This is an optimization exercise on Yosys and OpenROAD, whose aim is small area, a short achievable clock period and few clock cycles per item, not a production implementation.
The RTL was checked by simulation tests, not by an equivalence proof against the original design.

## sha256_hash_engine_top
module sha256_hash_engine_top (
  input  logic        clk,
  input  logic        rst,
  input  logic        cfg_valid,
  output logic        cfg_ready,
  input  logic        cfg_data,
  input  logic        s_axis_tvalid,
  output logic        s_axis_tready,
  input  logic [39:0] s_axis_tdata,    
  input  logic        s_axis_tlast,
  output logic        m_axis_tvalid,
  input  logic        m_axis_tready,
  output logic [39:0] m_axis_tdata,    
  output logic        m_axis_tlast
);
export LEC_CHECK = 0
export CAP_MARGIN = 20
export CORE_MARGIN = 2
export CORE_UTILIZATION = 40
export CTS_BUF_LIST = sky130_fd_sc_hd__clkbuf_8 sky130_fd_sc_hd__clkbuf_16
export CTS_CLUSTER_DIAMETER = 60
export CTS_CLUSTER_SIZE = 24
export SETUP_SLACK_MARGIN = 3.7
export SLEW_MARGIN = 20
export TNS_END_PERCENT = 100
create_clock -name core_clock -period 8.5 [get_ports {clk}]
run.sh (not shown) runs the stock make flow with config.mk's settings and CLKGATE_MAP_FILE= SYNTH_SCRIPT=/design/flow/synth_recipe.tcl, a recipe that flattens the netlist after the stock synthesis.
Testbench counts at the start, summed over its fixed seeds: cycles 55,304, bytes 42,816.
Change:
CTS_BUF_LIST = sky130_fd_sc_hd__clkbuf_4 sky130_fd_sc_hd__clkbuf_8   (was sky130_fd_sc_hd__clkbuf_8 sky130_fd_sc_hd__clkbuf_16)
CTS_CLUSTER_DIAMETER = default   (was 60)
CTS_CLUSTER_SIZE = default   (was 24)
SETUP_SLACK_MARGIN = 3.0   (was 3.7)
Clock-buffer cell count grows by 145.
Maximum frequency shrinks by about 10%.
Via count shrinks by 0.81%.
Setup slack degrades by 0.52 ns.
Routed wire length shrinks by 2.3%.
Register-to-register slack degrades by 0.52 ns.
Core utilization shrinks by 1.3 points.
Critical path depth grows by 1.
Change:
SETUP_SLACK_MARGIN = 3.7   (was 3.0)
- The changed run ran to the end with no violations
- synthesized area stays the same
- clock-buffer cell count came out higher by 20
- via count came out higher slightly
- worst setup slack is better by 0.55 ns
- final cell count came out higher slightly
- global-route usage came out higher by 0.77 points
- synthesized cell count does not change
- worst hold slack is better by 0.043 ns
- final area came out higher by a few percent
Change:
CTS_BUF_LIST = default   (was sky130_fd_sc_hd__clkbuf_4 sky130_fd_sc_hd__clkbuf_8)
GPL_ROUTABILITY_DRIVEN = 0   (was default)
SETUP_SLACK_MARGIN = 3.8   (was 3.7)
The new run passed the timing, design-rule and antenna checks.
Critical path depth goes up by 5.
Worst setup slack degrades by 0.055 ns.
Wire length shrinks by about 3.6%.
Count of clock-buffer cells in the layout is lower by 114.

---

sha256_hash_engine_top again, from the RTL that the note above started with.
==> flow/config.mk <==
export PLATFORM = sky130hd
export DESIGN_NAME = sha256_hash_engine_top
export DESIGN_NICKNAME = sha256_hash_engine_top
export VERILOG_FILES = /design/flow/design.v
export SDC_FILE = /design/flow/constraint.sdc
export NUM_CORES = 4
export LEC_CHECK = 0
export CAP_MARGIN = 20
export CORE_MARGIN = 2
export CORE_UTILIZATION = 40
export CTS_BUF_LIST = sky130_fd_sc_hd__clkbuf_4 sky130_fd_sc_hd__clkbuf_8
export GPL_ROUTABILITY_DRIVEN = 0
export SETUP_SLACK_MARGIN = 3.7
export SLEW_MARGIN = 20
export TNS_END_PERCENT = 100
==> flow/constraint.sdc <==
create_clock -name core_clock -period 8.5 [get_ports {clk}]
set_input_delay 1.7000 -clock core_clock [delete_from_list [all_inputs] [get_ports {clk}]]
set_output_delay 1.7000 -clock core_clock [all_outputs]
set_load 0.01 [all_outputs]
The first run produced a clean layout.
Testbench counts at the start, summed over its fixed seeds: cycles 55,304, bytes 42,816.
Next try:
CTS_BUF_LIST = default   (was sky130_fd_sc_hd__clkbuf_4 sky130_fd_sc_hd__clkbuf_8)
GPL_ROUTABILITY_DRIVEN = default   (was 0)
SETUP_SLACK_MARGIN = 3.8   (was 3.7)
The new run passed the timing, design-rule and antenna checks. Utilization grows by 0.66 points. Count of clock-buffer cells in the layout went down by 93. Synthesized area stays the same. Setup slack improved by 0.039 ns. Sequential share of layout area goes down by 0.63 points. Register-to-register slack improved by 0.04 ns. Wire length rose by 3.9%. Die area stays the same.

---

Setup of run A:
sha256_hash_engine_top again, from the RTL that the note above started with.
Settings: LEC_CHECK=0, CAP_MARGIN=20, CORE_MARGIN=2, CORE_UTILIZATION=40, CTS_BUF_LIST=sky130_fd_sc_hd__clkbuf_4 sky130_fd_sc_hd__clkbuf_8, SETUP_SLACK_MARGIN=4.2, SLEW_MARGIN=20, TNS_END_PERCENT=100; clock period 8.5 ns.
Run A | status: complete | timing, DRC, antenna: pass
Testbench counts of run A, summed over its fixed seeds: cycles 55,304, bytes 42,816.
Changes in run B relative to run A:
Settings: GPL_ROUTABILITY_DRIVEN now 0, previously not set; SETUP_SLACK_MARGIN now 3.7, was 4.2; CORE_UTILIZATION now 50, was 40.
[summary]
Both conditions hold for run B: the flow ran to the end and the final layout passed the timing, design-rule and antenna checks. Diff run A -> run B: worst-case headroom to the max-slew limit rose by 4.3 points; post-placement worst setup slack rose by 0.15 ns; final clock period utilization by the worst path rose by 0.65 points; worst setup slack fell by 0.056 ns. Run B reports its most used routing layer in global routing as met1 while run A reports met2. Layout sequential cell count: run A vs run B identical. On run B: met2 routing resource usage after global routing is 5.8 points higher than what run A gave.

port drivers added, routing unchanged:
Ports are ideal in the flow. The routed layouts listed here were re-timed in OpenROAD.
Step 1, drivers: a clkbuf_16 drives clk and a buf_2 each remaining input, both assumed.
Step 2 also shifts input and output timing later by t, the mid clock arrival at the registers, as if the neighbouring blocks saw the same clock.
Three values: no drivers, after step 1, after step 2; two values: the first two.
run	shift t [ns]	slack for setup (ns)	cell pins on the clock port's net
the first run of note 1	0.821	3.627 / 3.627 / 3.216	1
the second run of note 1	1.004	3.106 / 3.106 / 3.106	1
the third run of note 1	1.007	3.654 / 3.654 / 3.190	1
the fourth run of note 1	0.837	3.599 / 3.599 / 3.230	1
the first run of note 2	0.993	3.663 / 3.663 / 3.206	1
the second run of note 2	0.839	3.703 / 3.703 / 3.157	1
run A	1.024	3.573 / 3.573 / 3.385	1
run B	1.001	3.517 / 3.517 / 2.908	1
After both steps setup and hold are still met in every run listed. For run B, which loses most, drivers alone change the setup slack by 0.000 ns; drivers and shift together by -0.609 ns.
